What follows belongs to an exercise in optimizing a design on an open flow for small area; a production flow would make more cautious choices.
In this exercise RTL edits were held to simulation tests only and were not proved equivalent to the original.

**design/flow/config.mk**
```make
export PLATFORM = sky130hd
export DESIGN_NAME = quadrature_position_speed_tracker
export DESIGN_NICKNAME = quadrature_position_speed_tracker
export VERILOG_FILES = /design/flow/design.v
export SDC_FILE = /design/flow/constraint.sdc
export NUM_CORES = 4
export LEC_CHECK = 0
export CAP_MARGIN = 20
export CORE_MARGIN = 2
export CORE_UTILIZATION = 40
export PLACE_DENSITY = 0.6
export SLEW_MARGIN = 20
```
**design/flow/constraint.sdc**
```tcl
create_clock -name core_clock -period 15.0 [get_ports {clk}]
set_input_delay 3.0000 -clock core_clock [delete_from_list [all_inputs] [get_ports {clk}]]
set_output_delay 3.0000 -clock core_clock [all_outputs]
set_load 0.01 [all_outputs]
```
**design/flow/design.v**
```verilog
package qpst_pkg;
  localparam logic [1:0] OP_SPEED = 2'd0;
  localparam logic [1:0] OP_INDEX = 2'd1;
  localparam logic [1:0] OP_CLEAR = 2'd2;
  localparam logic [1:0] OP_POS   = 2'd3;
  localparam int CFG_INDEX_W = 2;
  localparam logic [CFG_INDEX_W-1:0] CFG_CPR      = 2'd0;
  localparam logic [CFG_INDEX_W-1:0] CFG_POLE     = 2'd1;
  localparam logic [CFG_INDEX_W-1:0] CFG_RPM_GAIN = 2'd2;
  localparam logic [CFG_INDEX_W-1:0] CFG_RPS_GAIN = 2'd3;
  localparam logic [20:0] CPR_RESET      = 21'd4096;
  localparam logic [7:0]  POLE_RESET     = 8'd1;
  localparam logic [31:0] RPM_GAIN_RESET = 32'd96000;
  localparam logic [31:0] RPS_GAIN_RESET = 32'd1600;
  typedef struct packed {
    logic [1:0]  operation;
    logic [15:0] counter_value;
  } in_t;
  typedef struct packed {
    logic signed [31:0] total_count;
    logic signed [15:0] delta_count;
    logic               direction;
    logic signed [31:0] shaft_rpm;
    logic signed [31:0] shaft_rps;
    logic [15:0]        mech_angle;
    logic [15:0]        elec_angle;
    logic [31:0]        index_count;
  } out_t;
  typedef enum logic [3:0] {
    CMD_NONE,
    CMD_UPDATE,
    CMD_MUL_RPM,
    CMD_MUL_RPS,
    CMD_SAT_RPS,
    CMD_DIV_INIT,
    CMD_MOD_STEP,
    CMD_FIX,
    CMD_FRAC_STEP,
    CMD_ELEC
  } cmd_t;
  typedef struct packed {
    cmd_t cmd;
    logic accept;
    logic load_out;
  } ctl_t;
  typedef struct packed {
    logic [1:0] op;
    logic       cpr_zero;
  } sts_t;
endpackage
module qpst_ctrl (
  input  logic             clk,
  input  logic             rst,
  input  logic             sample_valid,
  output logic             sample_ready,
  output logic             result_valid,
  input  logic             result_ready,
  input  qpst_pkg::sts_t   sts,
  output qpst_pkg::ctl_t   ctl
);
  localparam int MOD_CYCLES  = 16;
  localparam int FRAC_CYCLES = 8;
  localparam int CNT_W       = $clog2(MOD_CYCLES);
  localparam logic [CNT_W-1:0] MOD_LAST  = CNT_W'(MOD_CYCLES - 1);
  localparam logic [CNT_W-1:0] FRAC_LAST = CNT_W'(FRAC_CYCLES - 1);
  typedef enum logic [3:0] {
    S_IDLE,
    S_UPDATE,
    S_MUL_RPM,
    S_MUL_RPS,
    S_SAT_RPS,
    S_DIV_INIT,
    S_MOD,
    S_FIX,
    S_FRAC,
    S_ELEC,
    S_DONE
  } state_t;
  state_t           state;
  logic [CNT_W-1:0] cnt;
  assign sample_ready = (state == S_IDLE) && !rst;
  always_comb begin
    ctl.accept   = sample_valid && sample_ready;
    ctl.load_out = (state == S_DONE) && (!result_valid || result_ready);
    case (state)
      S_UPDATE:   ctl.cmd = qpst_pkg::CMD_UPDATE;
      S_MUL_RPM:  ctl.cmd = qpst_pkg::CMD_MUL_RPM;
      S_MUL_RPS:  ctl.cmd = qpst_pkg::CMD_MUL_RPS;
      S_SAT_RPS:  ctl.cmd = qpst_pkg::CMD_SAT_RPS;
      S_DIV_INIT: ctl.cmd = qpst_pkg::CMD_DIV_INIT;
      S_MOD:      ctl.cmd = qpst_pkg::CMD_MOD_STEP;
      S_FIX:      ctl.cmd = qpst_pkg::CMD_FIX;
      S_FRAC:     ctl.cmd = qpst_pkg::CMD_FRAC_STEP;
      S_ELEC:     ctl.cmd = qpst_pkg::CMD_ELEC;
      default:    ctl.cmd = qpst_pkg::CMD_NONE;
    endcase
  end
  always_ff @(posedge clk) begin
    if (rst) begin
      state        <= S_IDLE;
      cnt          <= '0;
      result_valid <= 1'b0;
    end else begin
      if (ctl.load_out) begin
        result_valid <= 1'b1;
      end else if (result_ready) begin
        result_valid <= 1'b0;
      end
      case (state)
        S_IDLE: begin
          if (ctl.accept) begin
            state <= S_UPDATE;
          end
        end
        S_UPDATE: begin
          state <= (sts.op == qpst_pkg::OP_SPEED) ? S_MUL_RPM : S_DIV_INIT;
        end
        S_MUL_RPM: state <= S_MUL_RPS;
        S_MUL_RPS: state <= S_SAT_RPS;
        S_SAT_RPS: state <= S_DIV_INIT;
        S_DIV_INIT: begin
          cnt   <= '0;
          state <= sts.cpr_zero ? S_ELEC : S_MOD;
        end
        S_MOD: begin
          if (cnt == MOD_LAST) begin
            cnt   <= '0;
            state <= S_FIX;
          end else begin
            cnt <= cnt + 1'b1;
          end
        end
        S_FIX: state <= S_FRAC;
        S_FRAC: begin
          if (cnt == FRAC_LAST) begin
            cnt   <= '0;
            state <= S_ELEC;
          end else begin
            cnt <= cnt + 1'b1;
          end
        end
        S_ELEC: state <= S_DONE;
        S_DONE: begin
          if (ctl.load_out) begin
            state <= S_IDLE;
          end
        end
        default: state <= S_IDLE;
      endcase
    end
  end
endmodule
module qpst_dpath #(
  parameter int COUNTER_WIDTH = 16
) (
  input  logic                             clk,
  input  logic                             rst,
  input  qpst_pkg::ctl_t                   ctl,
  output qpst_pkg::sts_t                   sts,
  input  qpst_pkg::in_t                    sample,
  input  logic                             cfg_we,
  input  logic [qpst_pkg::CFG_INDEX_W-1:0] cfg_index,
  input  logic [31:0]                      cfg_data,
  output qpst_pkg::out_t                   result
);
  localparam int SW = (COUNTER_WIDTH < 16) ? COUNTER_WIDTH : 16;
  logic [20:0] cpr;
  logic [7:0]  pp;
  logic [31:0] rpm_gain;
  logic [31:0] rps_gain;
  logic [1:0]    op;
  logic [SW-1:0] cur;
  logic [SW-1:0] prev;
  logic [31:0]   total;
  logic [15:0]   last_delta;
  logic          dir;
  logic [31:0]   rpm;
  logic [31:0]   rps;
  logic [31:0]   index_pulses;
  logic [31:0] mag;
  logic        neg;
  logic [63:0] prod;
  logic        tneg;
  logic [31:0] dvd;
  logic [20:0] rem;
  logic [15:0] quo;
  logic [15:0] elec;
  logic [COUNTER_WIDTH-1:0] diff;
  logic [31:0]              dx;
  logic                     b1;
  logic                     b0;
  logic [21:0]              s1;
  logic [21:0]              s2;
  function automatic logic [21:0] div_step(input logic [20:0] r, input logic b,
                                           input logic [20:0] c);
    logic [21:0] t;
    logic [21:0] d;
    t = {r, b};
    d = t - {1'b0, c};
    if (t >= {1'b0, c}) begin
      div_step = {1'b1, d[20:0]};
    end else begin
      div_step = {1'b0, t[20:0]};
    end
  endfunction
  function automatic logic [31:0] sat_speed(input logic [63:0] p, input logic n);
    logic [63:0] q;
    q = (p + 64'd128) >> 8;
    if (n) begin
      if (q >= 64'h0000_0000_8000_0000) begin
        sat_speed = 32'h8000_0000;
      end else begin
        sat_speed = 32'd0 - q[31:0];
      end
    end else begin
      if (q > 64'h0000_0000_7FFF_FFFF) begin
        sat_speed = 32'h7FFF_FFFF;
      end else begin
        sat_speed = q[31:0];
      end
    end
  endfunction
  assign diff = COUNTER_WIDTH'(cur) - COUNTER_WIDTH'(prev);
  assign dx   = 32'($signed(diff));
  assign b1 = (ctl.cmd == qpst_pkg::CMD_MOD_STEP) ? dvd[31] : 1'b0;
  assign b0 = (ctl.cmd == qpst_pkg::CMD_MOD_STEP) ? dvd[30] : 1'b0;
  assign s1 = div_step(rem, b1, cpr);
  assign s2 = div_step(s1[20:0], b0, cpr);
  assign sts.op       = op;
  assign sts.cpr_zero = (cpr == '0);
  always_ff @(posedge clk) begin
    if (rst) begin
      cpr      <= qpst_pkg::CPR_RESET;
      pp       <= qpst_pkg::POLE_RESET;
      rpm_gain <= qpst_pkg::RPM_GAIN_RESET;
      rps_gain <= qpst_pkg::RPS_GAIN_RESET;
    end else if (cfg_we) begin
      case (cfg_index)
        qpst_pkg::CFG_CPR:      cpr      <= cfg_data[20:0];
        qpst_pkg::CFG_POLE:     pp       <= cfg_data[7:0];
        qpst_pkg::CFG_RPM_GAIN: rpm_gain <= cfg_data;
        qpst_pkg::CFG_RPS_GAIN: rps_gain <= cfg_data;
        default: ;
      endcase
    end
  end
  always_ff @(posedge clk) begin
    if (rst) begin
      prev         <= '0;
      total        <= '0;
      last_delta   <= '0;
      dir          <= 1'b0;
      rpm          <= '0;
      rps          <= '0;
      index_pulses <= '0;
    end else begin
      case (ctl.cmd)
        qpst_pkg::CMD_UPDATE: begin
          case (op)
            qpst_pkg::OP_SPEED: begin
              last_delta <= dx[15:0];
              total      <= total + dx;
              prev       <= cur;
              dir        <= dx[31];
            end
            qpst_pkg::OP_INDEX: begin
              index_pulses <= index_pulses + 32'd1;
            end
            qpst_pkg::OP_CLEAR: begin
              prev         <= '0;
              total        <= '0;
              last_delta   <= '0;
              rpm          <= '0;
              rps          <= '0;
              index_pulses <= '0;
            end
            default: begin
              total <= total + dx;
              prev  <= cur;
            end
          endcase
        end
        qpst_pkg::CMD_MUL_RPS: rpm <= sat_speed(prod, neg);
        qpst_pkg::CMD_SAT_RPS: rps <= sat_speed(prod, neg);
        default: ;
      endcase
    end
  end
  always_ff @(posedge clk) begin
    if (ctl.accept) begin
      op  <= sample.operation;
      cur <= sample.counter_value[SW-1:0];
    end
    case (ctl.cmd)
      qpst_pkg::CMD_UPDATE: begin
        neg <= dx[31];
        mag <= dx[31] ? (32'd0 - dx) : dx;
      end
      qpst_pkg::CMD_MUL_RPM: prod <= mag * rpm_gain;
      qpst_pkg::CMD_MUL_RPS: prod <= mag * rps_gain;
      qpst_pkg::CMD_DIV_INIT: begin
        tneg <= total[31];
        dvd  <= total[31] ? (32'd0 - total) : total;
        rem  <= '0;
        quo  <= '0;
      end
      qpst_pkg::CMD_MOD_STEP: begin
        dvd <= {dvd[29:0], 2'b00};
        rem <= s2[20:0];
      end
      qpst_pkg::CMD_FIX: begin
        if (tneg && (rem != '0)) begin
          rem <= cpr - rem;
        end
      end
      qpst_pkg::CMD_FRAC_STEP: begin
        rem <= s2[20:0];
        quo <= {quo[13:0], s1[21], s2[21]};
      end
      qpst_pkg::CMD_ELEC: elec <= 16'(quo * pp);
      default: ;
    endcase
    if (ctl.load_out) begin
      result.total_count <= total;
      result.delta_count <= last_delta;
      result.direction   <= dir;
      result.shaft_rpm   <= rpm;
      result.shaft_rps   <= rps;
      result.mech_angle  <= quo;
      result.elec_angle  <= elec;
      result.index_count <= index_pulses;
    end
  end
endmodule
module quadrature_position_speed_tracker (
  input  logic                             clk,
  input  logic                             rst,
  input  logic                             sample_valid,
  output logic                             sample_ready,
  input  logic [1:0]                       sample_op,
  input  logic [15:0]                      sample_count,
  output logic                             result_valid,
  input  logic                             result_ready,
  output logic [31:0]                      result_total_count,
  output logic [15:0]                      result_delta_count,
  output logic                             result_direction,
  output logic [31:0]                      result_shaft_rpm,
  output logic [31:0]                      result_shaft_rps,
  output logic [15:0]                      result_mech_angle,
  output logic [15:0]                      result_elec_angle,
  output logic [31:0]                      result_index_count,
  input  logic                             cfg_valid,
  output logic                             cfg_ready,
  input  logic [1:0]                       cfg_index,
  input  logic [31:0]                      cfg_data
);
  localparam int COUNTER_WIDTH = 16;
  qpst_pkg::ctl_t ctl;
  qpst_pkg::sts_t sts;
  qpst_pkg::in_t  sample;
  qpst_pkg::out_t result;
  logic           cfg_we;
  assign sample.operation     = sample_op;
  assign sample.counter_value = sample_count;
  assign result_total_count = result.total_count;
  assign result_delta_count = result.delta_count;
  assign result_direction   = result.direction;
  assign result_shaft_rpm   = result.shaft_rpm;
  assign result_shaft_rps   = result.shaft_rps;
  assign result_mech_angle  = result.mech_angle;
  assign result_elec_angle  = result.elec_angle;
  assign result_index_count = result.index_count;
  assign cfg_ready = !rst;
  assign cfg_we    = cfg_valid && cfg_ready;
  qpst_ctrl u_ctrl (
    .clk          (clk),
    .rst          (rst),
    .sample_valid (sample_valid),
    .sample_ready (sample_ready),
    .result_valid (result_valid),
    .result_ready (result_ready),
    .sts          (sts),
    .ctl          (ctl)
  );
  qpst_dpath #(
    .COUNTER_WIDTH (COUNTER_WIDTH)
  ) u_dpath (
    .clk       (clk),
    .rst       (rst),
    .ctl       (ctl),
    .sts       (sts),
    .sample    (sample),
    .cfg_we    (cfg_we),
    .cfg_index (cfg_index),
    .cfg_data  (cfg_data),
    .result    (result)
  );
endmodule
```
**design/flow/run.sh**
```bash
#!/bin/bash
# synth_recipe.tcl (not shown) runs the flow's synth.tcl, then flattens the netlist and writes it again
# the make line also repeats each setting of config.mk as NAME=value (left out here)
make -C /OpenROAD-flow-scripts/flow DESIGN_CONFIG=/design/flow/config.mk WORK_HOME=/design/flow/orfs CLKGATE_MAP_FILE= SYNTH_SCRIPT=/design/flow/synth_recipe.tcl finish
```
==> results.ini <==
[run_status]
outcome=no timing/DRC/antenna violations

[sta]
tightest_slew_ns=1.28
setup_violations=0
fmax_mhz=101
hold_viol_final=0
tns_ns=0
relSlewSlack=0.146
skew_ns=0.0439
rsz0062_at_grt=no
fin_crit_sh=0.662
finalCriticalPeriod_ns=9.94
drv_slew=0

[clock_tree]
cts_tree=yes
clock_path_buffers=3
cts_resized=0
cts_root_buf=clkbuf_16
hold_buffers=0
cts_num_sinks=623
cts_htree_levels=3
clock_latency_ns=0.70
cts_setup_buffers=0
path_clk_slew_ns=0.08
cts_buffers=69

[synth]
synth_top_area_cell=fa_1
ys_types=91
netlist_instances=8825
yosys_register_bits=623
syn_nets=10971
synth_edf_count=356
synthArstFlopShare=0
avgSynthCellArea_um2=9.52
synth_top_area_frac=0.340
synth.most_common_cell=inv_1
yosys-top-cells-area=fa_1 34%, edfxtp_1 13%, ha_1 9.9%, inv_1 7.2%, dfxtp_1 6.4%
ys_seq_area_frac=0.191
synthTopCellsByCount=1603 x inv_1, 1425 x fa_1, 1005 x nand2_1
yosysWarnings=2
synthesis.area_um2=84000
synthFlopType=edfxtp_1

[setup_path]
regToRegStartpoint=u_dpath.mag[16]$_SDFFCE_PP0P_
cp.arrival_ns=10.33
worstSetupPathType=flop to flop
required_ns=15.39
path_max_fanout=70
r2r-end=u_dpath.prod[63]$_DFFE_PP_
regToRegSetupSlack_ns=5.06
end_kind=flop
start_kind=flop
reg2regPathDepth=27

[global_route]
grt_max_degree=80
first_global_vias=65556
overflow=0
grtUsageTotal=0.228
antenna_found_initial=12
grt_pass1_wl_mm=382

[routing]
via_per_inst=5.26
antenna_left=0
drt-total-wl_mm=242
wl_per_cell_um=20.6
drc=0
drt_iter0_markers=4827
dr.pass1.iters=5
num_vias=61667

[layout]
nNetsFinal=11007
utilization=0.439
syn_to_final_growth_pct=9.19
drive_gt1_frac=0.0323
fillCellCount=20109

[placement]
port_buffers=236
post-dp-hpwl_mm=192
gp_congestion=0.935

[floorplan]
dieArea_um2=214000
die_w_um=462
die_h_um=462
io_pins=237
start_util=0.402
row_count=168
core_um2=209000

[hold_path]
hp-class=flop to flop
worstHoldEndpoint=u_dpath.result[35]$_DFFE_PP_
holdPathStages=0
hold_start=u_dpath.elec[3]$_DFFE_PN_

[flow_run]
cap_violations=0

==> cells in the final DEF, fill, tap and decap left out, drive strengths merged, types with 14 or more instances in the layout <==
cell type,netlist,routed
o21bai,38,38
nor2,325,325
o21a,37,37
a31oi,33,33
o31ai,27,27
and3,52,52
ha,664,664
clkbuf,344,89
and4,17,17
nor4,32,32
nand2b,43,43
xnor2,174,174
a21oi,390,390
nor3b,21,21
o21ai,236,236
edfxtp,356,356
nand3,117,117
mux2i,39,39
a211oi,25,25
or3,30,30
o211ai,23,23
clkinv,0,16
o22ai,21,21
a21o,110,110
nor3,62,62
dfxtp,267,267
and2,737,737
nand4,63,63
fa,1425,1425
xor2,167,167
nor2b,44,44
clkdlybuf4s50,0,235
inv,1604,1619
a22oi,82,82
a21boi,14,14
nand2,1006,1006
buf,31,105
==> flip-flops by register name (all words and copies together), names as in the netlist, 16 cells and up <==
register / count
u_dpath.cpr: 21
u_dpath.cur: 16
u_dpath.dvd: 32
u_dpath.elec: 16
u_dpath.index_pulses: 32
u_dpath.last_delta: 16
u_dpath.mag: 17
u_dpath.prev: 16
u_dpath.prod: 57
u_dpath.quo: 16
u_dpath.rem: 21
u_dpath.result: 177
u_dpath.rpm: 32
u_dpath.rpm_gain: 32
u_dpath.rps: 32
u_dpath.rps_gain: 32
u_dpath.total: 32
==> how the worst max path moves through the flow <==
stage,from,end,slack (ns)
after floorplan,result_ready,u_dpath.result[0]$_DFFE_PP_,3.35
after global placement,u_dpath.mag[16]$_SDFFCE_PP0P_,u_dpath.prod[56]$_DFFE_PP_,5.38
after detailed placement,u_dpath.mag[16]$_SDFFCE_PP0P_,u_dpath.prod[63]$_DFFE_PP_,5.19
after CTS,u_dpath.mag[16]$_SDFFCE_PP0P_,u_dpath.prod[63]$_DFFE_PP_,5.11
after global routing,u_dpath.mag[16]$_SDFFCE_PP0P_,u_dpath.prod[57]$_DFFE_PP_,4.56
final,u_dpath.mag[16]$_SDFFCE_PP0P_,u_dpath.prod[63]$_DFFE_PP_,5.06
==> critical path: stages (launching register included) <==
cell,delay [ns]
edfxtp_1,0.33
buf_4,0.71
nand2_1,0.31
inv_1,0.23
fa_1,0.44
inv_1,0.17
fa_1,0.53
fa_1,0.58
inv_1,0.05
fa_1,0.47
inv_1,0.05
fa_1,0.51
fa_1,0.44
fa_1,0.55
inv_1,0.06
fa_1,0.54
inv_1,0.05
ha_1,0.38
a21oi_1,0.21
o21ai_0,0.17
a2111oi_2,0.74
o211ai_1,0.28
a21oi_1,0.73
nor2_1,0.22
a21boi_0,0.38
o21ai_0,0.18
xnor2_1,0.18
o211ai_1,0.11
==> through the flow <==
step	hold slack, ns	setup WS [ns]	cells	cell area [um^2]
4_1_cts	0.417	5.11	11723	91700
3_5_place_dp	0.405	5.19	11595	89300
2_1_floorplan	0.400	3.35	8825	84000
6_report	0.417	5.06	11730	91700
3_3_place_gp	0.404	5.38	11595	89300
5_1_grt	0.424	4.56	11729	91700
==> cells by family after synthesis <==
group           after synthesis  synth area share
compound gates             1154            0.0867
xor+xnor                    341            0.0355
fa+ha+maj                  2089             0.438
buf+inv                    1979            0.0890
flops                       623             0.191
mux                          52           0.00639
other cells                   1         0.0000446
simple gates               2586             0.153
==> layout make-up <==
class                   count  area, um^2  area share
diodes                      7        17.5    0.000191
clock inverters            39         498     0.00543
clock buffers              89        1930      0.0211
repair buffers            340        3140      0.0343
well taps                2805        3510      0.0383
multi-input cells        6223       60600       0.660
flip-flops and latches    623       16000       0.175
inverters                1604        6020      0.0656
==> metal layers <==
metal | up-vias | part of all wire | track usage
li1 | 27993 | - | -
met1 | 31285 | 0.43 | 0.303
met2 | 2006 | 0.47 | 0.380
met3 | 379 | 0.073 | 0.0409
met4 | 4 | 0.028 | 0.0660
met5 | - | 0.00011 | 0

[separate check: timing with driven ports]
The flow's constraints put no driver on any port. The routed layout listed below was extracted and timed again, unchanged, in two steps.
Step 1 assumes that a clkbuf_16 drives the clock port and a buf_2 every other input.
Step 2 times the ports against the registers' clock, not the clock port: input delays grow and output delays shrink by t, the midpoint of the rising clock arrivals with the driver on.
Slacks: ideal ports / drivers / drivers and shift; pairs: ideal ports / drivers.
t (ns): 0.767
setup WS [ns]: 5.063 / 5.063 / 5.063
worst hold slack (ns): 0.417 / 0.417 / 0.417
worst setup path at the end: register to register
latest minus earliest clock arrival (ns): 0.046 / 0.046
After both steps setup and hold are still met in this run. For this run, drivers alone change the setup slack by 0.000 ns; drivers and shift together by 0.000 ns.
